Background: an optimization exercise with open tools, aiming at small area. Do not read the settings as production practice.
Function was checked by simulation only, so behaviour that the tests miss may differ from the original.
Power and IR drop assume default switching activity.

File: flow/design.v
package cop_issue_pkg;
  localparam logic [5:0] OP_LUI   = 6'h0F;
  localparam logic [5:0] OP_ORI   = 6'h0D;
  localparam logic [5:0] OP_ADDIU = 6'h09;
  localparam logic [5:0] OP_COP1  = 6'h11;
  localparam logic [4:0] FMT_MF   = 5'd0;
  localparam logic [4:0] FMT_MT   = 5'd4;
  localparam int OP_LSB  = 26;
  localparam int FMT_LSB = 21;
  localparam int RS_LSB  = 21;
  localparam int RT_LSB  = 16;
  typedef struct packed {
    logic        lui;
    logic        ori;
    logic        addiu;
    logic        cop1;
    logic        mtc1;
    logic        mfc1;
    logic [4:0]  rs;
    logic [4:0]  rt;
    logic [15:0] imm;
  } dec_t;
  function automatic dec_t decode(input logic [31:0] w);
    dec_t       d;
    logic [5:0] op;
    logic [4:0] fmt;
    op      = w[OP_LSB +: 6];
    fmt     = w[FMT_LSB +: 5];
    d.lui   = (op == OP_LUI);
    d.ori   = (op == OP_ORI);
    d.addiu = (op == OP_ADDIU);
    d.cop1  = (op == OP_COP1);
    d.mtc1  = d.cop1 && (fmt == FMT_MT) && (w[10:0] == 11'd0);
    d.mfc1  = d.cop1 && (fmt == FMT_MF) && (w[10:0] == 11'd0);
    d.rs    = w[RS_LSB +: 5];
    d.rt    = w[RT_LSB +: 5];
    d.imm   = w[15:0];
    decode  = d;
  endfunction
endpackage
module cop_dest_fifo #(
  parameter int DEPTH = 4,
  parameter int W     = 5
) (
  input  logic         clk,
  input  logic         rst_b,
  input  logic         push,
  input  logic [W-1:0] push_data,
  input  logic         pop,
  input  logic [W-1:0] look_a,
  input  logic [W-1:0] look_b,
  output logic [W-1:0] head,
  output logic         full,
  output logic         empty,
  output logic         hit_a,
  output logic         hit_b
);
  localparam int AW = (DEPTH > 1) ? $clog2(DEPTH) : 1;
  logic [DEPTH-1:0][W-1:0] mem;
  logic [DEPTH-1:0]        vld;
  logic [AW-1:0]           rd_idx, wr_idx;
  function automatic logic [AW-1:0] inc(input logic [AW-1:0] i);
    inc = (i == AW'(DEPTH - 1)) ? '0 : i + 1'b1;
  endfunction
  assign full  = &vld;
  assign empty = ~|vld;
  assign head  = mem[rd_idx];
  always_comb begin
    hit_a = 1'b0;
    hit_b = 1'b0;
    for (int i = 0; i < DEPTH; i++) begin
      hit_a = hit_a | (vld[i] & (mem[i] == look_a));
      hit_b = hit_b | (vld[i] & (mem[i] == look_b));
    end
  end
  always_ff @(posedge clk) begin
    if (push) mem[wr_idx] <= push_data;
  end
  always_ff @(posedge clk) begin
    if (!rst_b) begin
      rd_idx <= '0;
      wr_idx <= '0;
      vld    <= '0;
    end else begin
      if (pop) begin
        vld[rd_idx] <= 1'b0;
        rd_idx      <= inc(rd_idx);
      end
      if (push) begin
        vld[wr_idx] <= 1'b1;
        wr_idx      <= inc(wr_idx);
      end
    end
  end
endmodule
module cop_issue_core #(
  parameter int              XLEN      = 32,
  parameter int              NREG      = 32,
  parameter int              MFC_DEPTH = 4,
  parameter logic [XLEN-1:0] RESET_PC  = '0,
  parameter bit              R0_ZERO   = 1'b1
) (
  input  logic            cpu_clock,
  input  logic            cpu_reset_b,
  output logic            ins_fetch_req,
  output logic [XLEN-1:0] ins_pc,
  input  logic [31:0]     instruction,
  input  logic            cop_hold,
  output logic [31:0]     cop_inst,
  output logic            cop_inst_valid,
  output logic [XLEN-1:0] gpr_to_cop,
  input  logic [XLEN-1:0] gpr_from_cop,
  input  logic            gpr_from_cop_valid,
  output logic            err_spurious
);
  localparam int NW = (NREG > 1) ? $clog2(NREG) : 1;
  localparam int R0 = R0_ZERO ? 1 : 0;
  cop_issue_pkg::dec_t       d;
  logic [NW-1:0]             rs, rt, ra, head;
  logic [NREG-1:0][XLEN-1:0] gpr;
  logic [XLEN-1:0]           pc, rdata, alu;
  logic                      alu_we, haz, stall, consume, push, ret, full, empty;
  logic                      pend_rs, pend_rt, alu_wr;
  assign d      = cop_issue_pkg::decode(instruction);
  assign rs     = d.rs[NW-1:0];
  assign rt     = d.rt[NW-1:0];
  assign alu_we = d.lui | d.ori | d.addiu;
  assign haz   = ((d.ori | d.addiu) & pend_rs)
               | ((d.mtc1 | alu_we | d.mfc1) & pend_rt);
  assign stall = haz | (d.cop1 & cop_hold) | (d.mfc1 & full);
  assign consume        = ~stall & cpu_reset_b;
  assign ins_fetch_req  = ~stall;
  assign ins_pc         = pc;
  assign cop_inst_valid = d.cop1 & consume;
  assign cop_inst       = instruction;
  assign gpr_to_cop     = rdata;
  assign push           = d.mfc1 & consume;
  assign ret            = gpr_from_cop_valid & ~empty;
  assign alu_wr         = alu_we & consume;
  assign ra = instruction[30] ? rt : rs;
  always_comb begin
    rdata = '0;
    for (int i = R0; i < NREG; i++)
      rdata = rdata | ({XLEN{ra == NW'(i)}} & gpr[i]);
  end
  always_comb begin
    if (instruction[27])      alu = XLEN'({d.imm, 16'h0000});
    else if (instruction[28]) alu = rdata | XLEN'(d.imm);
    else                      alu = rdata + XLEN'($signed(d.imm));
  end
  for (genvar i = 0; i < NREG; i++) begin : g_reg
    if (i < R0) begin : g_zero
      assign gpr[i] = '0;
    end else begin : g_ff
      logic wc, wa, wh;
      assign wc = cpu_reset_b & ret & (head == NW'(i));
      assign wa = cpu_reset_b & alu_wr & (rt == NW'(i));
      assign wh = cpu_reset_b & ~(ret & (head == NW'(i))) & ~(alu_wr & (rt == NW'(i)));
      always_ff @(posedge cpu_clock)
        gpr[i] <= ({XLEN{wc}} & gpr_from_cop) | ({XLEN{wa}} & alu) | ({XLEN{wh}} & gpr[i]);
    end
  end
  always_ff @(posedge cpu_clock) begin
    if (!cpu_reset_b) begin
      pc           <= RESET_PC;
      err_spurious <= 1'b0;
    end else begin
      if (!stall) pc <= pc + XLEN'(4);
      if (gpr_from_cop_valid && empty) err_spurious <= 1'b1;
    end
  end
  cop_dest_fifo #(
    .DEPTH (MFC_DEPTH),
    .W     (NW)
  ) u_fifo (
    .clk       (cpu_clock),
    .rst_b     (cpu_reset_b),
    .push      (push),
    .push_data (rt),
    .pop       (ret),
    .look_a    (rs),
    .look_b    (rt),
    .head      (head),
    .full      (full),
    .empty     (empty),
    .hit_a     (pend_rs),
    .hit_b     (pend_rt)
  );
endmodule
File: flow/flow/run.sh
#!/bin/bash
# Standard ORFS layout with three changes to how it is built:
#  - clock tree: larger leaf clusters of clkbuf_16 and no dummy balancing loads
#  - every input and output port still gets its own buffer, a buf_1
# Each tool's output goes to the ORFS logs (orfs/logs/...) and to run_standard.log here.
set -euo pipefail
cat >> config.mk <<'EOC'
export CTS_ARGS = -sink_clustering_enable -repair_clock_nets -dont_use_dummy_load -buf_list sky130_fd_sc_hd__clkbuf_16 -sink_clustering_size 20 -sink_clustering_max_diameter 100
export BUFFER_PORTS_ARGS = -buffer_cell sky130_fd_sc_hd__buf_1
EOC
bash standard.sh > run_standard.log 2>&1
File: flow/standard.sh
#!/bin/bash
# synth_recipe.tcl (not shown) runs the flow's synth.tcl, then flattens the netlist and writes it again
# the make line also repeats each setting of config.mk as NAME=value (left out here)
make -C /OpenROAD-flow-scripts/flow DESIGN_CONFIG=/design/flow/config.mk WORK_HOME=/design/flow/orfs CLKGATE_MAP_FILE= SYNTH_SCRIPT=/design/flow/synth_recipe.tcl "${@:-finish}"
File: flow/config.mk
export PLATFORM = sky130hd
export DESIGN_NAME = cop_issue_core
export DESIGN_NICKNAME = cop_issue_core
export VERILOG_FILES = /design/flow/design.v
export SDC_FILE = /design/flow/constraint.sdc
export NUM_CORES = 4
export LEC_CHECK = 0
export CAP_MARGIN = 20
export CORE_MARGIN = 2
export CORE_UTILIZATION = 65
export SLEW_MARGIN = 20
export CTS_ARGS = -sink_clustering_enable -repair_clock_nets -dont_use_dummy_load -buf_list sky130_fd_sc_hd__clkbuf_16 -sink_clustering_size 20 -sink_clustering_max_diameter 100
export BUFFER_PORTS_ARGS = -buffer_cell sky130_fd_sc_hd__buf_1
File: flow/constraint.sdc
create_clock -name core_clock -period 10.0 [get_ports {cpu_clock}]
set_input_delay 2.0000 -clock core_clock [delete_from_list [all_inputs] [get_ports {cpu_clock}]]
set_output_delay 2.0000 -clock core_clock [all_outputs]
set_load 0.01 [all_outputs]
==> results of run 1 <==
-- where the power goes --
part | internal [uW] | switching (uW) | leakage [uW] | total, uW
clock | 1030 | 1440 | 0.000715 | 2470
sequential | 4200 | 2.84 | 0.00846 | 4200
combinational | 105 | 524 | 0.00800 | 629
total | 5330 | 1970 | 0.0172 | 7300
-- placed cells by master (no fill, tap or decap), types with 45 or more instances in the layout --
master     count
nand3_1       49
a221oi_1      58
a22o_1        61
nor2_1       293
clkbuf_16     58
inv_1         79
buf_1        162
buf_4        237
a22oi_1      936
a221o_1      220
o211ai_1     106
xor2_1        57
nand2_1      340
nand4_1       72
dfxtp_1     1031
a21oi_1       45
o21ai_0      680
a222oi_1      61
ha_1          58
-- registers in the layout (all words and copies together), names as in the netlist --
name	cells
err_spurious	1
gpr	992
u_fifo.mem	20
u_fifo.rd_idx	2
u_fifo.wr_idx	2
pc	30
u_fifo.vld	4
-- stage by stage --
step                      worst slack, ps  utilization (%)
after floorplan                      2600                -
after global routing                 1250             69.1
after global placement               1180             67.1
after detailed placement             1120             67.1
final                                1330             69.2
after CTS                            1830             69.1
-- worst paths after layout --
kind | start | to | depth (start not counted)
setup / recovery | instruction[25] | gpr[670]$_DFF_P_ | 21
hold / removal | gpr[656]$_DFF_P_ | gpr[656]$_DFF_P_ | 2
setup reg to reg | gpr[657]$_DFF_P_ | gpr[701]$_DFF_P_ | 12
hold reg to reg | gpr[656]$_DFF_P_ | gpr[656]$_DFF_P_ | 2
-- cell usage after synthesis, drive strengths merged (15+ instances only) --
library cell | number | area, um2
dfxtp | 1031 | 20600
a22oi | 940 | 7060
o21ai | 722 | 3610
clkbuf | 509 | 1920
nand2 | 345 | 1290
nor2 | 309 | 1160
a221o | 220 | 2200
buf | 191 | 1070
o211ai | 107 | 808
inv | 79 | 297
nand4 | 72 | 450
a22o | 63 | 552
a222oi | 61 | 611
a221oi | 60 | 538
nand3 | 59 | 295
ha | 58 | 726
xor2 | 57 | 499
a21oi | 46 | 234
nor3 | 43 | 215
o31ai | 38 | 285
xnor2 | 28 | 245
and3 | 26 | 163
and4 | 25 | 219
o22a | 22 | 193
nand2b | 21 | 131
edfxtp | 20 | 601
nor4 | 18 | 119
or3 | 18 | 113
or4b | 18 | 180
o221ai | 17 | 149
mux2i | 16 | 160
or2 | 15 | 93.8
-- worst min-delay path: stages (launching register included) --
cell and delay (ps):
dfxtp_1 340, a22oi_1 60, o21ai_0 60
-- layout make-up --
class	count	share of cell area (%)
Tap cell	969	2.37
Clock buffer	58	2.83
Timing Repair Buffer	403	4.75
Sequential cell	1051	41.5
Multi-Input combinational cell	3600	47.9
Antenna cell	16	0.0781
Inverter	80	0.586
-- kinds of logic (layout without fill, tap and decap cells) --
family | after synthesis | count (layout) | synth area share, %
buffers and inverters | 780 | 541 | 6.79
other | 1 | 18 | 0.00774
xor gates and xnor gates | 85 | 85 | 1.54
DFF | 1051 | 1051 | 43.8
muxes | 21 | 21 | 0.563
and+or+nand+nor | 1034 | 1034 | 10.3
AOI/OAI and AO/OA | 2399 | 2399 | 35.4
adders and majority gates | 59 | 59 | 1.54
-- layer usage --
layer / GRT usage [%] / wire [um] / vias up
met5: 3.44 / 454 / -
met4: 48.0 / 27100 / 19
met3: 35.3 / 48800 / 2052
met2: 78.3 / 88400 / 5992
met1: 71.7 / 78400 / 24200
li1: - / - / 20200
==> results.ini, run 1 <==
[outcome]
outcome = timing/DRC/antenna clean

[floorplan]
design.core.area_um2 = 74100
die_y_um = 277
start_util_pct = 65.4
rows = 100
die_x_um = 277
ios = 167
die-area_um2 = 76700

[global_route]
antenna_found_initial = 14
grt_pass1_vias = 46900
grt_first_pass_wirelength_um = 340000
track_usage_pct = 60.5
grt_max_degree = 45
grt_remaining_overflow = 0

[clock_network]
numCtsBuffers = 58
cts_setup_buffers = 0
clock_latency_ps = 720
cts_root_buf = clkbuf_16
path_clk_slew_ps = 80
cts_buffer_depth = 3
cts_htree_levels = 2
cts_resized = 0
cts_tree = done
cts_hold_buf = 0
clkSinkCount = 1051

[setup_path]
r2r_setup_slack_ps = 4500
criticalPathCategory = in -> reg
start_kind = input pin
endpoint_kind = register
path_cells = buf_1 -> nor4bb_1 -> o22a_2 -> buf_4 -> a22oi_1 -> nand4_1 -> nand4b_1 -> or4b_2 -> ha_1 -> inv_1 -> fa_1 -> nand3b_1 -> a2111oi_0 -> nor4_1 -> or3b_2 -> a21oi_1 -> mux2i_1 -> a21oi_1 -> nor2_2 -> buf_4 -> o21ai_0
cp_slowest_cell = nor4bb_1
crit_family = simple AND/OR/NAND/NOR gates
critPathMaxStageDelay_ps = 960
crit_buf_inv = 4
required_ps = 10570
crit_fanout = 31
arrival_ps = 9240

[finish]
n_fill_cell = 6033
seq_area_um2 = 21200
drive_gt1_share_pct = 9.36
multi_input_area_um2 = 24600
syn_to_final_growth_pct = 5.77
finalNetCount = 5321
stdcell_count = 6177
design_area_um2 = 51200

[sta]
relSlewSlack_pct = 18.6
period_needed_ps = 8670
setup_viol = 0
fmax_mhz = 115
hold_violations = 0
worstMarginPinSlew_ps = 1220
fin_skew_ps = 94.5
whs_ps = 485
tns_ps = 0
final_max_slew_viol_count = 0
rsz0062_at_grt = false
fin_crit_sh_pct = 86.7

[power_and_ir_drop]
power_density_nw_per_um2 = 142
peakVddDrop_uv = 151
leakagePower_uw = 0.0172
power_uw = 7300

[route]
avgViaCountPerCell = 8.50
dr.pass1.iters = 13
ant_nets = 0
routedWlPerCell_um = 39.4
wl_um = 243000
drtIter0Drc = 11800
route.detailed.drc = 0
vias = 52500

[logic_synthesis]
synth_area_um2 = 48400
synth.yosys.seq_area_share_pct = 43.8
yosys_warnings = 2
synthArstFlopShare_pct = 0
ys_types = 84
syn_inst = 5430
avgSynthCellArea_um2 = 8.92
ys_ff_latch = 1051
synth_edf_count = 20
synth-main-ff-cell = dfxtp_1

[run]
maxCapViolations = 0

[worst_hold_path]
hold_class = reg -> reg

[placement]
gp_congestion = 1.04
post-dp-hpwl_um = 135000
dpl_cell_area_um2 = 49700
dp_cells = 6103
numPortBuffers = 164

==> run 2: changes to the inputs <==
--- a/flow/design.v
+++ b/flow/design.v
@@ -138,10 +138,18 @@
   assign ret            = gpr_from_cop_valid & ~empty;
   assign alu_wr         = alu_we & consume;
   assign ra = instruction[30] ? rt : rs;
+  localparam int NG = (NREG + 2) / 3;
+  logic [NREG-1:0]           rsel;
+  logic [NG-1:0][XLEN-1:0]   rgrp;
   always_comb begin
+    for (int i = 0; i < NREG; i++) rsel[i] = (i >= R0) && (ra == NW'(i));
+    for (int g = 0; g < NG; g++) begin
+      rgrp[g] = '0;
+      for (int k = 0; k < 3; k++)
+        if (3 * g + k < NREG) rgrp[g] = rgrp[g] | ({XLEN{rsel[3 * g + k]}} & gpr[3 * g + k]);
+    end
     rdata = '0;
-    for (int i = R0; i < NREG; i++)
-      rdata = rdata | ({XLEN{ra == NW'(i)}} & gpr[i]);
+    for (int g = 0; g < NG; g++) rdata = rdata | rgrp[g];
   end
   always_comb begin
     if (instruction[27])      alu = XLEN'({d.imm, 16'h0000});
==> flow/flow/run.sh (replaced) <==
#!/bin/bash
# Standard ORFS layout with three changes to how it is built:
#  - clock tree: larger leaf clusters of clkbuf_16 and no dummy balancing loads
#  - every input and output port still gets its own buffer, a buf_1
#  - after global routing, cells on paths with slack are downsized (RECOVER_POWER)
# Each tool's output goes to the ORFS logs (orfs/logs/...) and to run_standard.log here.
set -euo pipefail
cat >> config.mk <<'EOC'
export CTS_ARGS = -sink_clustering_enable -repair_clock_nets -dont_use_dummy_load -buf_list sky130_fd_sc_hd__clkbuf_16 -sink_clustering_size 20 -sink_clustering_max_diameter 100
export BUFFER_PORTS_ARGS = -buffer_cell sky130_fd_sc_hd__buf_1
export RECOVER_POWER = 100
EOC
bash standard.sh > run_standard.log 2>&1
--- a/flow/config.mk
+++ b/flow/config.mk
@@ -7,7 +7,8 @@
 export LEC_CHECK = 0
 export CAP_MARGIN = 20
 export CORE_MARGIN = 2
-export CORE_UTILIZATION = 65
+export CORE_UTILIZATION = 55
 export SLEW_MARGIN = 20
 export CTS_ARGS = -sink_clustering_enable -repair_clock_nets -dont_use_dummy_load -buf_list sky130_fd_sc_hd__clkbuf_16 -sink_clustering_size 20 -sink_clustering_max_diameter 100
 export BUFFER_PORTS_ARGS = -buffer_cell sky130_fd_sc_hd__buf_1
+export RECOVER_POWER = 100
==> results.ini, run 2 <==
[floorplan]
design.core.area_um2 = 85500
die_y_um = 298
die_x_um = 298
start_util_pct = 55.7
die-area_um2 = 89000
ios = 167
rows = 107

[power_and_ir_drop]
pwr-share-clk_pct = 34.0
power_frac_comb_pct = 8.5
power_density_nw_per_um2 = 144
p_sw_uw = 1990
p_sw_share_pct = 27.3
leakagePower_uw = 0.0169
peakVddDrop_uv = 161
p_int_uw = 5310
p_seq_share_pct = 57.5

[clock_network]
cts_root_buf = clkbuf_16
numCtsBuffers = 58
cts_resized = 0
cts_buffer_depth = 3
cts_setup_buffers = 0
clock_latency_ps = 710
cts_htree_levels = 2
cts_tree = done
path_clk_slew_ps = 80
cts_hold_buf = 0
clkSinkCount = 1051

[sta]
final.setup.worst_slack_ps = 679
final_max_slew_viol_count = 572
relSlewSlack_pct = -51.4
fin_crit_sh_pct = 93.2
setup_viol = 0
hold_violations = 0
whs_ps = 484
worstMarginPinSlew_ps = 2270
period_needed_ps = 9320
tns_ps = 0
rsz0062_at_grt = false
fin_skew_ps = 42.5
fmax_mhz = 107

[logic_synthesis]
synth.top_cell.area_share_pct = 43.3
synth_area_um2 = 47700
yosysTopAreaCell = dfxtp_1
synth_edf_count = 20
syn_inst = 5304
yosys_warnings = 2
yosysMostFrequentCell = dfxtp_1
ys_types = 81
ys_ff_latch = 1051
synth.yosys.seq_area_share_pct = 44.6
avgSynthCellArea_um2 = 8.99
synthArstFlopShare_pct = 0
synth-main-ff-cell = dfxtp_1
synth_commonest_cells = dfxtp_1, a22oi_1, o21ai_0
synth_area_leaders = dfxtp_1, a22oi_1, o21ai_0, a221o_1, clkbuf_1

[finish]
regMostFlops = gpr
final_common_cell = dfxtp_1
finalNetCount = 5242
drive_gt1_share_pct = 8.59
largest_register_ffs = 992
design_area_um2 = 50800
top_regs = gpr (992), pc (30), u_fifo.mem (20)
final_cell_mix = dfxtp_1, a22oi_1, o21ai_0
syn_to_final_growth_pct = 6.55

[setup_path]
start_kind = input pin
endpoint_kind = register
criticalPathCategory = in -> reg
required_ps = 10480
crit_fanout = 31
arrival_ps = 9800

[global_route]
antenna_found_initial = 16
track_usage_pct = 54.5
grt_first_pass_wirelength_um = 350000
grt_max_degree = 43
grt_remaining_overflow = 0
grt_pass1_vias = 45700

[outcome]
violations = capacitance limit, slew limit
outcome = finished with violations

[placement]
numPortBuffers = 164
post-dp-hpwl_um = 142000
place_ws_ps = 1310
dpl_cell_area_um2 = 49600
gp_congestion = 0.993

[route]
wl_um = 253000
wl_met1_um = 87800
route.detailed.drc = 0
dr.pass1.iters = 10
routed-wl-met2_um = 97000
vias = 50200
routedWlPerCell_um = 40.4
highest_layer = met5
ant_nets = 0
drtIter0Drc = 10200
avgViaCountPerCell = 8.00
met3WireLength_um = 44100

[worst_hold_path]
hold_class = reg -> reg

[run]
maxCapViolations = 17

[run 2: worst paths after layout]
check / to / startpoint / cells past startpoint / slack (ps)
worst max-delay path: gpr[820]$_DFF_P_ / instruction[17] / 22 / 680
worst min-delay path: gpr[138]$_DFF_P_ / gpr[138]$_DFF_P_ / 2 / 480
worst max register to register: gpr[687]$_DFF_P_ / gpr[681]$_DFF_P_ / 16 / 3870
worst min register to register: gpr[138]$_DFF_P_ / gpr[138]$_DFF_P_ / 2 / 480
[run 2: cell type report]
cell class / count / area, um2
clock buffer: 58 / 1450
inverter: 70 / 263
sequential: 1051 / 21200
multi-input combinational: 3517 / 23900
tap: 1144 / 1430
antenna: 19 / 47.5
timing repair buffer: 417 / 2500
fill: 7665 / 34800
[run 2: through the flow]
step                      cells  utilization, %  power [uW]
after CTS                  6257            59.7        7230
after floorplan            5305               -        4590
after global routing       6258            59.3        7400
after detailed placement   6199            58.0        4880
final                      6276            59.4        7310
after global placement     6196            57.9        4880
[run 2: kinds of logic (layout without fill, tap and decap cells)]
family	after synthesis	after routing	share of synthesized area [%]
adders and majority gates	59	59	1.56
other	1	21	0.00787
muxes	17	17	0.488
AOI/OAI and AO/OA	2417	2417	36.0
xor gates and xnor gates	89	89	1.64
and+or+nand+nor	933	933	9.13
buffers and inverters	737	545	6.61
DFF	1051	1051	44.6
[run 2: critical path: stages]
cell      delay [ps]
clkbuf_1         430
clkbuf_1         840
nand4b_1         410
a22oi_1         1320
clkbuf_1         680
a22o_1           260
a221oi_1          50
and3_1           200
nand4_1          340
a211o_1          260
inv_1             70
ha_1             370
a21o_1           210
a21o_1           180
a21oi_1          210
o21ai_0          230
a21o_1           240
a21oi_1          170
xor2_1           160
o21ai_0          110
o21ai_2          730
o21ai_0          290
[run 2: routing by layer]
layer,global-route usage (%),vias up
li1,-,19900
met1,68.4,23900
met2,73.5,4982
met3,22.9,1465
met4,41.0,16
met5,1.59,-
[run 2: power by group through the flow]
stage	sequential [uW]	combinational, uW	clock, uW
after global routing	4200	607	2590
after floorplan	4300	295	0
after CTS	4200	582	2450
after global placement	4300	581	0
after detailed placement	4300	582	0
final	4200	624	2480
==> run 3: changes to the inputs <==
==> flow/flow/run.sh (replaced) <==
#!/bin/bash
# Standard ORFS layout with three changes to how it is built:
#  - clock tree: larger leaf clusters of clkbuf_16 and no dummy balancing loads
#  - every input and output port still gets its own buffer, a buf_1
# Each tool's output goes to the ORFS logs (orfs/logs/...) and to run_standard.log here.
set -euo pipefail
cat >> config.mk <<'EOC'
export CTS_ARGS = -sink_clustering_enable -repair_clock_nets -dont_use_dummy_load -buf_list sky130_fd_sc_hd__clkbuf_16 -sink_clustering_size 20 -sink_clustering_max_diameter 100
export BUFFER_PORTS_ARGS = -buffer_cell sky130_fd_sc_hd__buf_1
EOC
bash standard.sh > run_standard.log 2>&1
--- a/flow/config.mk
+++ b/flow/config.mk
@@ -11,4 +11,3 @@
 export SLEW_MARGIN = 20
 export CTS_ARGS = -sink_clustering_enable -repair_clock_nets -dont_use_dummy_load -buf_list sky130_fd_sc_hd__clkbuf_16 -sink_clustering_size 20 -sink_clustering_max_diameter 100
 export BUFFER_PORTS_ARGS = -buffer_cell sky130_fd_sc_hd__buf_1
-export RECOVER_POWER = 100
==> results.ini, run 3 <==
[clock_network]
path_clk_slew_ps = 90
cts_setup_buffers = 0
cts_tree = done
cts_root_buf = clkbuf_16
cts_hold_buf = 0
clkSinkCount = 1051
cts_htree_levels = 2
numCtsBuffers = 58
cts_resized = 0
clock_latency_ps = 710
cts_buffer_depth = 3

[logic_synthesis]
synth_top_family_by_area = compound AO/OA/AOI/OAI gates
synthArstFlopShare_pct = 0
syn_inst = 5304
synth_commonest_cells = dfxtp_1, a22oi_1, o21ai_0
ys_types = 81
synth_edf_count = 20
synth_area_leaders = dfxtp_1, a22oi_1, o21ai_0, a221o_1, clkbuf_1
synth.yosys.seq_area_share_pct = 44.6
synth_area_um2 = 47700
synthMuxAreaShare_pct = 0.488
synth-adder-area-share_pct = 1.56
ys_ff_latch = 1051
yosys_warnings = 2
yosysMostFrequentCell = dfxtp_1
avgSynthCellArea_um2 = 8.99
synth-simple-area-share_pct = 9.13
synth-main-ff-cell = dfxtp_1
synth_xor_area_share_pct = 1.64
synth-compound-area-share_pct = 36.0
yosysTopAreaCell = dfxtp_1
synth.top_cell.area_share_pct = 43.3

[sta]
fin_skew_ps = 44.5
fin_crit_sh_pct = 86.2
fmax_mhz = 116
relSlewSlack_pct = 12.7
final_max_slew_viol_count = 0
hold_violations = 0
period_needed_ps = 8620
rsz0062_at_grt = false
final.setup.worst_slack_ps = 1380
tns_ps = 0
worstMarginPinSlew_ps = 1310
setup_viol = 0

[floorplan]
die_y_um = 298
design.core.area_um2 = 85500
ios = 167
die-area_um2 = 89000
rows = 107
start_util_pct = 55.7
die_x_um = 298

[placement]
numPortBuffers = 164
gp_congestion = 0.993
post-dp-hpwl_um = 142000
place_ws_ps = 1310

[setup_path]
path_cells = buf_1 -> buf_4 -> nor4_1 -> o22a_2 -> buf_4 -> a22o_1 -> a221oi_1 -> nand4_1 -> nor4_1 -> nand4_1 -> ha_1 -> nand3_1 -> nor3_1 -> a32oi_1 -> nand4b_1 -> nand2_1 -> o31ai_1 -> mux2i_1 -> a211o_2 -> o21ai_0
endpoint_kind = register
arrival_ps = 9160
crit_family = compound AO/OA/AOI/OAI gates
cp_slowest_cell = nand4_1
criticalPathCategory = in -> reg
crit_buf_inv = 3
required_ps = 10540
start_kind = input pin
crit_fanout = 31
critPathMaxStageDelay_ps = 940

[global_route]
grt_remaining_overflow = 0
grt_max_degree = 43
antenna_found_initial = 13
grt_first_pass_wirelength_um = 350000
grt_pass1_vias = 45700
track_usage_pct = 54.5

[route]
route.detailed.drc = 0
vias = 50100
avgViaCountPerCell = 7.98
drtIter0Drc = 9834
ant_nets = 0
routedWlPerCell_um = 40.4
wl_um = 253000
dr.pass1.iters = 12

[finish]
top_regs = gpr (992), pc (30), u_fifo.mem (20)
largest_register_ffs = 992
utilization_pct = 59.7
drive_gt1_share_pct = 9.96
final_cell_mix = dfxtp_1, a22oi_1, o21ai_0
syn_to_final_growth_pct = 7.20
regMostFlops = gpr
finalNetCount = 5242
final_common_cell = dfxtp_1

[power_and_ir_drop]
power_density_nw_per_um2 = 143
leakagePower_uw = 0.0171
peakVddDrop_uv = 161

[worst_hold_path]
hold_class = reg -> reg

[run]
maxCapViolations = 0

[outcome]
outcome = timing/DRC/antenna clean

-- run 3: cell count changes in the layout (fill, tap and decap cells not counted), sizes merged --
| cell | change |
|---|---|
| buf | +55 |
| clkbuf | -55 |
| diode | -2 |
-- run 3: stage by stage --
stage / instances / total power, uW / area [um2] / hold WS [ps]
6_report: 6274 / 7320 / 51100 / 483
5_1_grt: 6258 / 7410 / 51100 / 504
4_1_cts: 6257 / 7230 / 51100 / 483
3_5_place_dp: 6199 / 4880 / 49600 / 462
3_3_place_gp: 6196 / 4880 / 49600 / 453
2_1_floorplan: 5305 / 4590 / 47700 / 442
-- run 3: layout make-up --
type                    instances  area, um2
diodes                         17       42.5
clock buffers                  58       1450
fillers                      7574      34400
inverters                      70        263
multi-input cells            3517      24100
flip-flops and latches       1051      21200
well taps                    1144       1430
repair buffers                417       2620
-- run 3: tightest hold or removal path, cell delays in order (launching register included) --
cell	delay [ps]
dfxtp_1	340
nand2_1	50
o211ai_1	60
-- run 3: cells by family after synthesis --
kind of cell | after synthesis
AOI/OAI and AO/OA | 2417
xor gates and xnor gates | 89
adders and majority gates | 59
buffers and inverters | 737
DFF | 1051
muxes | 17
other | 1
and+or+nand+nor | 933
-- run 3: final timing paths --
check | from | endpoint | slack, ps | cells past startpoint
setup / recovery | instruction[30] | gpr[1023]$_DFF_P_ | 1380 | 20
hold / removal | gpr[810]$_DFF_P_ | gpr[810]$_DFF_P_ | 480 | 2
setup reg to reg | gpr[681]$_DFF_P_ | gpr[982]$_DFF_P_ | 4050 | 17
hold reg to reg | gpr[810]$_DFF_P_ | gpr[810]$_DFF_P_ | 480 | 2
-- run 3: metal layers --
layer | GRT usage, % | vias up | routed length [um]
met5 | 1.59 | - | 233
met4 | 41.0 | 14 | 23900
met3 | 22.9 | 1420 | 43900
met2 | 73.5 | 4950 | 97000
met1 | 68.4 | 23800 | 88200
li1 | - | 19900 | -
-- run 3: where the power goes --
group	total, uW	internal [uW]	switching, uW
sequential	4200	4200	3.07
combinational	635	96.2	539
clock	2490	1030	1460
==> run 4: changes to the inputs <==
--- a/flow/design.v
+++ b/flow/design.v
@@ -116,7 +116,7 @@
   localparam int NW = (NREG > 1) ? $clog2(NREG) : 1;
   localparam int R0 = R0_ZERO ? 1 : 0;
   cop_issue_pkg::dec_t       d;
-  logic [NW-1:0]             rs, rt, ra, head;
+  logic [NW-1:0]             rs, rt, head;
   logic [NREG-1:0][XLEN-1:0] gpr;
   logic [XLEN-1:0]           pc, rdata, alu;
   logic                      alu_we, haz, stall, consume, push, ret, full, empty;
@@ -137,12 +137,12 @@
   assign push           = d.mfc1 & consume;
   assign ret            = gpr_from_cop_valid & ~empty;
   assign alu_wr         = alu_we & consume;
-  assign ra = instruction[30] ? rt : rs;
   localparam int NG = (NREG + 2) / 3;
   logic [NREG-1:0]           rsel;
   logic [NG-1:0][XLEN-1:0]   rgrp;
   always_comb begin
-    for (int i = 0; i < NREG; i++) rsel[i] = (i >= R0) && (ra == NW'(i));
+    for (int i = 0; i < NREG; i++)
+      rsel[i] = (i >= R0) && (instruction[30] ? (rt == NW'(i)) : (rs == NW'(i)));
     for (int g = 0; g < NG; g++) begin
       rgrp[g] = '0;
       for (int k = 0; k < 3; k++)
==> flow/flow/run.sh (replaced) <==
#!/bin/bash
# Standard ORFS layout (the standard.sh) with these changes to how it is built:
#  - synthesis maps the logic with an area-oriented ABC script (flow/abc_map.script:
#    strash; dch; amap, then ABC's buffering and sizing). Everything else in synthesis,
#    including register mapping and naming, is ORFS's/the standard flow's own script unchanged.
#  - clock tree: larger leaf clusters of clkbuf_16 and no dummy balancing loads
#  - every input and output port still gets its own buffer, a buf_1
# Each tool's output goes to the ORFS logs (orfs/logs/...) and to run_standard.log here.
set -euo pipefail
here=$(pwd)
rm -rf "$here/scripts_abc"
cp -r "$FLOW_HOME/scripts" "$here/scripts_abc"
cp "$here/flow/abc_map.script" "$here/scripts_abc/abc_speed.script"
cat >> config.mk <<'EOC'
export CTS_ARGS = -sink_clustering_enable -repair_clock_nets -dont_use_dummy_load -buf_list sky130_fd_sc_hd__clkbuf_16 -sink_clustering_size 20 -sink_clustering_max_diameter 100
export BUFFER_PORTS_ARGS = -buffer_cell sky130_fd_sc_hd__buf_1
EOC
bash standard.sh "SCRIPTS_DIR=$here/scripts_abc" finish > run_standard.log 2>&1
==> flow/flow/abc_map.script (new file) <==
strash
dch
amap
topo
stime -c
buffer -c
topo
stime -c
upsize -c
dnsize -c
==> results.ini, run 4 <==
[clock_network]
numCtsBuffers = 59
path_clk_slew_ps = 80
clkSinkCount = 1051
clock_latency_ps = 710
cts_root_buf = clkbuf_16
cts_htree_levels = 2
cts_resized = 0
cts_tree = done
cts_setup_buffers = 0
cts_buffer_depth = 3
cts_hold_buf = 0

[sta]
hold_violations = 0
final_max_slew_viol_count = 0
fmax_mhz = 113
fin_skew_ps = 84.1
period_needed_ps = 8850
relSlewSlack_pct = 7.34
worstMarginPinSlew_ps = 1390
final.setup.worst_slack_ps = 1150
tns_ps = 0
setup_viol = 0
fin_crit_sh_pct = 88.5
rsz0062_at_grt = false

[placement]
gp_congestion = 0.999
place_ws_ps = 624
post-dp-hpwl_um = 129000
numPortBuffers = 164

[global_route]
track_usage_pct = 45.5
grt_pass1_vias = 43300
grt_max_degree = 51
antenna_found_initial = 9
grt_remaining_overflow = 0
grt_first_pass_wirelength_um = 296000

[logic_synthesis]
synth-simple-area-share_pct = 13.0
synth.top_cell.area_share_pct = 44.6
yosysTopAreaCell = dfxtp_1
synth.yosys.seq_area_share_pct = 45.9
ys_ff_latch = 1051
avgSynthCellArea_um2 = 8.94
syn_inst = 5178
synthMuxAreaShare_pct = 0
synthArstFlopShare_pct = 0
synth_area_um2 = 46300
synth-main-ff-cell = dfxtp_1
synth_xor_area_share_pct = 0.0946
synth_edf_count = 20
yosys_warnings = 2
synth_top_family_by_area = compound AO/OA/AOI/OAI gates
ys_types = 69
synth_commonest_cells = dfxtp_1, nand2_1, o221ai_1
synth-adder-area-share_pct = 1.58
synth_area_leaders = dfxtp_1, o221ai_1, nand2_1, a222oi_1, clkbuf_1
synth-compound-area-share_pct = 31.8
yosysMostFrequentCell = dfxtp_1

[route]
vias = 47500
route.detailed.drc = 0
wl_um = 205000
drtIter0Drc = 8194
ant_nets = 0
routedWlPerCell_um = 33.7
dr.pass1.iters = 14
avgViaCountPerCell = 7.79

[setup_path]
crit_family = compound AO/OA/AOI/OAI gates
endpoint_kind = register
crit_fanout = 31
worst-path-stages = 39
crit_buf_inv = 11
r2r_setup_slack_ps = 3270
start_kind = input pin
arrival_ps = 9310
required_ps = 10460
reg2reg_depth = 34
cp_slowest_cell = a2111oi_0
critPathMaxStageDelay_ps = 460
criticalPathCategory = in -> reg

[power_and_ir_drop]
leakagePower_uw = 0.0169
power_density_nw_per_um2 = 146
peakVddDrop_uv = 144

[run]
maxCapViolations = 0

[outcome]
outcome = timing/DRC/antenna clean

[worst_hold_path]
whs_path_depth = 1
hold_class = reg -> reg

[finish]
finalNetCount = 5146
final_common_cell = dfxtp_1
largest_register_ffs = 992
drive_gt1_share_pct = 8.67
syn_to_final_growth_pct = 7.45
regMostFlops = gpr
final_cell_mix = dfxtp_1, nand2_1, o221ai_1
top_regs = gpr (992), pc (30), u_fifo.mem (20)

[floorplan]
rows = 106
start_util_pct = 55.4
ios = 167
die-area_um2 = 86500
die_x_um = 294
design.core.area_um2 = 83600
die_y_um = 294

run 4: cell types whose count changed in the layout (fill, tap and decap cells not counted), sizes merged, moves of 52 or more:
cell | before | now
xor2 | 52 | 0
nand2 | 294 | 951
o21ai | 783 | 137
nand3 | 110 | 28
o22ai | 7 | 77
o211ai | 97 | 4
inv | 69 | 240
a22oi | 955 | 136
nor2 | 302 | 126
a222oi | 70 | 270
o221ai | 1 | 864
clkinv | 1 | 54
a221o | 199 | 7
run 4: layout make-up:
type                            instances  area (um2)
Clock buffer                           59        1480
Timing Repair Buffer                  385        2510
Multi-Input combinational cell       3229       22100
Fill cell                            7458       33800
Inverter                              294        1100
Sequential cell                      1051       21200
Tap cell                             1080        1350
Antenna cell                            2        5.00
run 4: worst register-to-register path: cells and delay by family (launching register included):
kind	cells	cell delay, ps
adders and majority gates	2	400
buffers and inverters	9	1360
DFF	1	360
AOI/OAI and AO/OA	14	3630
and+or+nand+nor	9	760
run 4: report_power, final:
part           total (uW)  leakage (uW)  switching, uW  internal (uW)
combinational         598       0.00774            501           97.4
clock                2470      0.000727           1430           1040
sequential           4200       0.00848           2.85           4200
run 4: worst paths after layout:
kind,start,endpoint
hold / removal,pc[31]$_SDFFE_PN0P_,pc[31]$_SDFFE_PN0P_
hold reg to reg,pc[31]$_SDFFE_PN0P_,pc[31]$_SDFFE_PN0P_
setup / recovery,instruction[18],gpr[666]$_DFF_P_
setup reg to reg,gpr[32]$_DFF_P_,gpr[666]$_DFF_P_
run 4: logic make-up after synthesis:
logic type,count (synthesis)
XOR/XNOR,5
AO/OA/AOI/OAI,1783
flip-flops,1051
buffers and inverters,899
other,1
adder cells (fa/ha/maj),58
AND/OR/NAND/NOR,1381
run 4: metal layers:
layer / track usage (%) / part of all wire, % / vias up
met2: 65.4 / 41 / 4006
met3: 13.0 / 16 / 744
met4: 21.4 / 5.7 / 8
li1: - / - / 19800
met5: 0 / 0.019 / -
met1: 62.7 / 38 / 23000
run 4: through the flow:
stage | cells | hold slack [ps] | power, uW | utilization, % | instance area, um2
finish | 6100 | 461 | 7270 | 59.5 | 49700
global route | 6099 | 479 | 7410 | 59.5 | 49700
CTS | 6094 | 463 | 7210 | 59.4 | 49600
detailed placement | 6035 | 441 | 4850 | 57.6 | 48100
global placement | 6035 | 434 | 4850 | 57.6 | 48100
floorplan | 5179 | 424 | 4570 | - | 46300
==> run 5: changes to the inputs <==
--- a/flow/flow/run.sh
+++ b/flow/flow/run.sh
@@ -12,7 +12,7 @@
 cp -r "$FLOW_HOME/scripts" "$here/scripts_abc"
 cp "$here/flow/abc_map.script" "$here/scripts_abc/abc_speed.script"
 cat >> config.mk <<'EOC'
-export CTS_ARGS = -sink_clustering_enable -repair_clock_nets -dont_use_dummy_load -buf_list sky130_fd_sc_hd__clkbuf_16 -sink_clustering_size 20 -sink_clustering_max_diameter 100
+export CTS_ARGS = -sink_clustering_enable -repair_clock_nets -dont_use_dummy_load -buf_list sky130_fd_sc_hd__clkbuf_16 -sink_clustering_size 28 -sink_clustering_max_diameter 100
 export BUFFER_PORTS_ARGS = -buffer_cell sky130_fd_sc_hd__buf_1
 EOC
 bash standard.sh "SCRIPTS_DIR=$here/scripts_abc" finish > run_standard.log 2>&1
==> flow/config.mk (replaced) <==
export PLATFORM = sky130hd
export DESIGN_NAME = cop_issue_core
export DESIGN_NICKNAME = cop_issue_core
export VERILOG_FILES = /design/flow/design.v
export SDC_FILE = /design/flow/constraint.sdc
export NUM_CORES = 4
export LEC_CHECK = 0
export CAP_MARGIN = 40
export CORE_MARGIN = 2
export CORE_UTILIZATION = 62
export SETUP_SLACK_MARGIN = 0.35
export SLEW_MARGIN = 40
export CTS_ARGS = -sink_clustering_enable -repair_clock_nets -dont_use_dummy_load -buf_list sky130_fd_sc_hd__clkbuf_16 -sink_clustering_size 28 -sink_clustering_max_diameter 100
export BUFFER_PORTS_ARGS = -buffer_cell sky130_fd_sc_hd__buf_1
==> results.ini, run 5 <==
[outcome]
outcome = timing/DRC/antenna clean

[logic_synthesis]
synth.yosys.seq_area_share_pct = 45.9
synthArstFlopShare_pct = 0
synth.top_cell.area_share_pct = 44.6
syn_inst = 5178
ys_ff_latch = 1051
synth-main-ff-cell = dfxtp_1
yosys_warnings = 2
avgSynthCellArea_um2 = 8.94
synth_area_leaders = dfxtp_1, o221ai_1, nand2_1, a222oi_1, clkbuf_1
synth_commonest_cells = dfxtp_1, nand2_1, o221ai_1
ys_types = 69
synth_edf_count = 20
yosysMostFrequentCell = dfxtp_1
synth_area_um2 = 46300
yosysTopAreaCell = dfxtp_1

[setup_path]
critPathMaxStageDelay_ps = 500
crit_buf_inv = 10
cp_slowest_cell = a2111oi_0
endpoint_kind = register
r2r_setup_slack_ps = 3050
start_kind = input pin
arrival_ps = 9400
crit_fanout = 33
criticalPathCategory = in -> reg
crit_top_cell = inv_1
reg2reg_from = gpr[96]$_DFF_P_
r2r-end = gpr[124]$_DFF_P_
required_ps = 10490
crit_family = compound AO/OA/AOI/OAI gates
reg2reg_depth = 32

[route]
routedWlPerCell_um = 32.8
avgViaCountPerCell = 7.99
vias = 47600
dr.pass1.iters = 10
ant_nets = 0
drtIter0Drc = 9432
wl_um = 195000
route.detailed.drc = 0

[clock_network]
cts_root_buf = clkbuf_16
cts_tree = done
cts_buffer_depth = 3
path_clk_slew_ps = 110
clkSinkCount = 1051
clock_latency_ps = 670
cts_setup_buffers = 0
numCtsBuffers = 45
cts_htree_levels = 2

[sta]
whs_ps = 458
tns_ps = 0
fin_skew_ps = 89.2
worstMarginPinSlew_ps = 1020
period_needed_ps = 8910
final_max_slew_viol_count = 0
relSlewSlack_pct = 31.7
fmax_mhz = 112
hold_violations = 0
fin_crit_sh_pct = 89.1
rsz0062_at_grt = false
setup_viol = 0

[finish]
top_regs = gpr (992), pc (30), u_fifo.mem (20)
n_fill_cell = 6222
syn_to_final_growth_pct = 6.06
drive_gt1_share_pct = 8.82
finalNetCount = 5108
final_cell_mix = dfxtp_1, nand2_1, o221ai_1
largest_register_ffs = 992
regMostFlops = gpr
final_common_cell = dfxtp_1

[placement]
numPortBuffers = 164
post-dp-hpwl_um = 123000
gp_congestion = 0.999

[floorplan]
die_y_um = 277
rows = 100
die-area_um2 = 76900
die_x_um = 277
design.core.area_um2 = 74200
ios = 167
start_util_pct = 62.4

[power_and_ir_drop]
peakVddDrop_uv = 131
leakagePower_uw = 0.0168
power_density_nw_per_um2 = 141

[global_route]
grt_max_degree = 59
track_usage_pct = 48.6
grt_pass1_vias = 43800
antenna_found_initial = 10
grt_remaining_overflow = 0
grt_first_pass_wirelength_um = 288000

[worst_hold_path]
hold_class = reg -> reg
hold_end = pc[31]$_SDFFE_PN0P_
min-delay-start = pc[31]$_SDFFE_PN0P_
whs_path_depth = 1

[run]
maxCapViolations = 0

==> run 5: cell counts after synthesis <==
No cell type changed its count.
==> run 5: cell families (layout without fill, tap and decap cells) <==
kind of cell	after synthesis	after routing	synth area share (%)
compound gates	1783	1783	31.8
xor+xnor	5	5	0.0946
fa+ha+maj	58	58	1.58
buf+inv	899	700	7.64
flops	1051	1051	45.9
other cells	1	6	0.00810
simple gates	1381	1381	13.0
==> run 5: metal layers <==
| layer | share of wire (%) | up-vias | GRT usage [%] |
|---|---|---|---|
| met4 | 6.2 | 8 | 24.5 |
| li1 | - | 19700 | - |
| met3 | 17 | 850 | 16.3 |
| met2 | 40 | 4289 | 69.0 |
| met5 | 0.025 | - | 0 |
| met1 | 36 | 22700 | 65.7 |
==> run 5: worst reg2reg max path: cells and delay by family (launching register included) <==
family	cells	cell delay, ps
adders and majority gates	2	410
AOI/OAI and AO/OA	15	4080
and+or+nand+nor	8	1050
DFF	1	340
buffers and inverters	7	920
==> run 5: through the flow <==
step	worst slack, ps	power (uW)	util, %	area (um2)	instances
global placement	289	4820	64.2	47600	5895
CTS	1020	6860	66.1	49000	5947
detailed placement	421	4830	64.6	47900	5902
finish	1090	6930	66.2	49100	5953
global route	391	7040	66.2	49100	5951
floorplan	1620	4570	-	46300	5179
==> run 5: cell type report <==
class                      count  area [um2]  share of cell area, %
antenna                        4        10.0                 0.0204
clock buffer                  45        1130                   2.29
inverter                     294        1140                   2.32
multi-input combinational   3229       22200                   45.2
sequential                  1051       21200                   43.3
tap                          969        1210                   2.47
timing repair buffer         361        2190                   4.47
==> run 5: worst max path at each step <==
| stage | start | end | slack [ps] | cells past startpoint |
|---|---|---|---|---|
| final | instruction[30] | gpr[124]$_DFF_P_ | 1090 | 36 |
| after global routing | instruction[30] | gpr[92]$_DFF_P_ | 390 | 36 |
| after CTS | instruction[30] | gpr[700]$_DFF_P_ | 1020 | 36 |
| after detailed placement | instruction[30] | gpr[348]$_DFF_P_ | 420 | 36 |
| after global placement | instruction[16] | gpr[92]$_DFF_P_ | 290 | 38 |
| after floorplan | instruction[30] | gpr[862]$_DFF_P_ | 1620 | 34 |
==> run 5: power by group <==
group | total, uW | internal [uW] | switching (uW)
clock network | 2160 | 812 | 1350
registers | 4200 | 4200 | 2.89
logic | 571 | 85.7 | 485
total | 6930 | 5100 | 1840
==> run 5: repair_timing <==
action                     4_1_cts  5_1_grt
resized for setup                0        1
hold endpoints to repair         0        0
hold buffers                     0        0
setup endpoints to repair        0       91
==> run 6: changes to the inputs <==
--- a/flow/design.v
+++ b/flow/design.v
@@ -116,7 +116,7 @@
   localparam int NW = (NREG > 1) ? $clog2(NREG) : 1;
   localparam int R0 = R0_ZERO ? 1 : 0;
   cop_issue_pkg::dec_t       d;
-  logic [NW-1:0]             rs, rt, head;
+  logic [NW-1:0]             rs, rt, ra, head;
   logic [NREG-1:0][XLEN-1:0] gpr;
   logic [XLEN-1:0]           pc, rdata, alu;
   logic                      alu_we, haz, stall, consume, push, ret, full, empty;
@@ -137,19 +137,11 @@
   assign push           = d.mfc1 & consume;
   assign ret            = gpr_from_cop_valid & ~empty;
   assign alu_wr         = alu_we & consume;
-  localparam int NG = (NREG + 2) / 3;
-  logic [NREG-1:0]           rsel;
-  logic [NG-1:0][XLEN-1:0]   rgrp;
+  assign ra = instruction[30] ? rt : rs;
   always_comb begin
-    for (int i = 0; i < NREG; i++)
-      rsel[i] = (i >= R0) && (instruction[30] ? (rt == NW'(i)) : (rs == NW'(i)));
-    for (int g = 0; g < NG; g++) begin
-      rgrp[g] = '0;
-      for (int k = 0; k < 3; k++)
-        if (3 * g + k < NREG) rgrp[g] = rgrp[g] | ({XLEN{rsel[3 * g + k]}} & gpr[3 * g + k]);
-    end
     rdata = '0;
-    for (int g = 0; g < NG; g++) rdata = rdata | rgrp[g];
+    for (int i = R0; i < NREG; i++)
+      rdata = rdata | ({XLEN{ra == NW'(i)}} & gpr[i]);
   end
   always_comb begin
     if (instruction[27])      alu = XLEN'({d.imm, 16'h0000});
==> flow/run.sh (new file) <==
#!/bin/bash
# synth_recipe.tcl (not shown) runs the flow's synth.tcl, then flattens the netlist and writes it again
# the make line also repeats each setting of config.mk as NAME=value (left out here)
make -C /OpenROAD-flow-scripts/flow DESIGN_CONFIG=/design/flow/config.mk WORK_HOME=/design/flow/orfs CLKGATE_MAP_FILE= SYNTH_SCRIPT=/design/flow/synth_recipe.tcl finish
==> flow/config.mk (replaced) <==
export PLATFORM = sky130hd
export DESIGN_NAME = cop_issue_core
export DESIGN_NICKNAME = cop_issue_core
export VERILOG_FILES = /design/flow/design.v
export SDC_FILE = /design/flow/constraint.sdc
export NUM_CORES = 4
export LEC_CHECK = 0
export CAP_MARGIN = 20
export CORE_MARGIN = 2
export CORE_UTILIZATION = 40
export SLEW_MARGIN = 20
removed: flow/flow/run.sh
removed: flow/flow/abc_map.script
removed: flow/standard.sh
==> results.ini, run 6 <==
[floorplan]
start_util_pct = 40.4
ios = 167
design.core.area_um2 = 120000
die-area_um2 = 124000
die_x_um = 352
die_y_um = 352
rows = 127

[sta]
worstMarginPinSlew_ps = 1320
fin_skew_ps = 39.9
fin_crit_sh_pct = 96.8
rsz0062_at_grt = false
setup_viol = 0
hold_violations = 0
fmax_mhz = 103
final_max_slew_viol_count = 0
tns_ps = 0
final.setup.worst_slack_ps = 322
relSlewSlack_pct = 12.0
period_needed_ps = 9680

[clock_network]
numCtsBuffers = 112
cts_setup_buffers = 0
clkSinkCount = 1051
cts_hold_buf = 0
clock_latency_ps = 750
path_clk_slew_ps = 60
cts_root_buf = clkbuf_16
cts_buffer_depth = 3
cts_tree = done
cts_htree_levels = 3
cts_resized = 0

[logic_synthesis]
synth-main-ff-cell = dfxtp_1
synth_commonest_cells = dfxtp_1, a22oi_1, o21ai_0
avgSynthCellArea_um2 = 8.92
synth_area_leaders = dfxtp_1, a22oi_1, o21ai_0, a221o_1, clkbuf_1
synth_xor_area_share_pct = 1.54
synthMuxAreaShare_pct = 0.563
yosysTopAreaCell = dfxtp_1
synth.yosys.seq_area_share_pct = 43.8
synthArstFlopShare_pct = 0
synth-simple-area-share_pct = 10.3
synth_area_um2 = 48400
synth.top_cell.area_share_pct = 42.6
ys_ff_latch = 1051
synth-adder-area-share_pct = 1.54
syn_inst = 5430
synth-compound-area-share_pct = 35.4
ys_types = 84
synth_edf_count = 20
yosysMostFrequentCell = dfxtp_1
synth_top_family_by_area = compound AO/OA/AOI/OAI gates
yosys_warnings = 2

[global_route]
track_usage_pct = 40.9
antenna_found_initial = 20
grt_remaining_overflow = 0
grt_pass1_vias = 47000
grt_max_degree = 45
grt_first_pass_wirelength_um = 368000

[setup_path]
start_kind = input pin
endpoint = gpr[204]$_DFF_P_
reg2reg_depth = 16
arrival_ps = 10330
r2r-end = gpr[204]$_DFF_P_
startpoint = instruction[30]
crit_fanout = 31
endpoint_kind = register
required_ps = 10650
criticalPathCategory = in -> reg
reg2reg_from = gpr[678]$_DFF_P_
r2r_setup_slack_ps = 3880

[route]
dr.pass1.iters = 9
wl_um = 267000
drtIter0Drc = 9686
route.detailed.drc = 0
avgViaCountPerCell = 7.42
ant_nets = 0
routedWlPerCell_um = 38.1
vias = 51900

[power_and_ir_drop]
power_density_nw_per_um2 = 168
leakagePower_uw = 0.0189
peakVddDrop_uv = 134

[finish]
final_cell_mix = dfxtp_1, a22oi_1, o21ai_0
multi_input_area_um2 = 24600
largest_register_ffs = 992
top_regs = gpr (992), pc (30), u_fifo.mem (20)
regMostFlops = gpr
finalNetCount = 5395
n_fill_cell = 11400
syn_to_final_growth_pct = 15.0
seq_area_um2 = 21200
final_common_cell = dfxtp_1
drive_gt1_share_pct = 11.9

[placement]
numPortBuffers = 164
place_ws_ps = 542
gp_congestion = 1.04
post-dp-hpwl_um = 155000

[outcome]
outcome = timing/DRC/antenna clean

[worst_hold_path]
hold_class = reg -> reg

[run]
maxCapViolations = 0

[run 6: worst min-delay path by stage]
stage                                    from                   endpoint  slack, ps  depth (start not counted)
finish                       gpr[810]$_DFF_P_           gpr[810]$_DFF_P_        480                          2
CTS                          gpr[810]$_DFF_P_           gpr[810]$_DFF_P_        470                          2
global placement    err_spurious$_SDFFE_PN0P_  err_spurious$_SDFFE_PN0P_        450                          2
global route                 gpr[306]$_DFF_P_           gpr[306]$_DFF_P_        490                          2
floorplan                    gpr[120]$_DFF_P_           gpr[120]$_DFF_P_        440                          2
detailed placement           gpr[810]$_DFF_P_           gpr[810]$_DFF_P_        460                          2
[run 6: per-layer routing]
metal  GRT usage (%)  vias up  routed length [um]  part of all wire [%]
met1            51.2    24900               95600                    36
li1                -    20500                   -                     -
met5           0.692        -                 252                 0.095
met2            55.5     4901              102000                    38
met4            30.3       18               24900                   9.3
met3            17.2     1498               43400                    16
[run 6: power by group]
part	internal, uW	switching, uW
logic	132	547
clock network	2600	1880
registers	4200	2.85
[run 6: cell families (layout without fill, tap and decap cells)]
| group | Yosys count | in the layout |
|---|---|---|
| muxes | 21 | 21 |
| AOI/OAI and AO/OA | 2399 | 2399 |
| and+or+nand+nor | 1034 | 1034 |
| DFF | 1051 | 1051 |
| adders and majority gates | 59 | 59 |
| xor gates and xnor gates | 85 | 85 |
| buffers and inverters | 780 | 713 |
| other | 1 | 16 |
[run 6: through the flow]
step	area [um2]	total power [uW]	utilization (%)	cells	hold slack [ps]
2_1_floorplan	48400	4610	-	5431	442
3_3_place_gp	51700	4920	43.1	6763	449
3_5_place_dp	51800	4920	43.2	6765	461
4_1_cts	55700	9290	46.4	6975	475
5_1_grt	55700	9490	46.4	6980	495
6_report	55700	9360	46.5	6990	478
[run 6: final cells by class]
cell class | instances | share of cell area (%)
antenna | 14 | 0.0629
clock buffer | 168 | 5.99
clock inverter | 42 | 1.03
inverter | 80 | 0.539
multi-input combinational | 3600 | 44.1
sequential | 1051 | 38.1
tap | 1612 | 3.62
timing repair buffer | 423 | 6.57
[run 6: critical path, cell delays in order]
cell and delay (ps):
clkdlybuf4s50_1 960, buf_4 320, nor4bb_1 610, a22o_2 1110
a22o_1 300, a221oi_1 60, nand4b_1 170, or4b_2 160
ha_1 200, inv_1 70, fa_1 430, nand3b_1 230
a2111oi_0 930, buf_4 250, nor2_1 40, nand2_1 120
a21boi_0 110, xor2_1 160, mux2i_1 750, nand2_1 870
o21ai_0 400

==> re-timing with driven ports <==
How much do the figures lean on ideal ports? The routed layouts below were timed once more, with nothing changed but the port constraints.
Step 1 (the two cells are an assumption about what drives the block):
set clk [get_ports {cpu_clock}]
set_driving_cell -lib_cell sky130_fd_sc_hd__clkbuf_16 $clk
set_driving_cell -lib_cell sky130_fd_sc_hd__buf_2 [delete_from_list [all_inputs] $clk]
Step 2 times the ports against the registers' clock, not the clock port: input delays grow and output delays shrink by t, the midpoint of the rising clock arrivals with the driver on.
Three values: no drivers, after step 1, after step 2; two values: the first two.
run	t (ns)	setup WS [ns]	worst data-port slew with drivers (ns)
run 1	0.750	1.329 / 1.379 / 0.628	0.08
run 2	0.758	0.679 / 0.733 / -0.026	0.13
run 3	0.757	1.375 / 1.382 / 0.625	0.12
run 4	0.738	1.152 / 1.200 / 0.462	0.13
run 5	0.695	1.093 / 1.142 / 0.448	0.12
run 6	0.813	0.322 / 0.382 / -0.431	0.15
The setup slack of run 6, which loses most, moves by +0.060 ns with the drivers and by -0.753 ns with both steps.
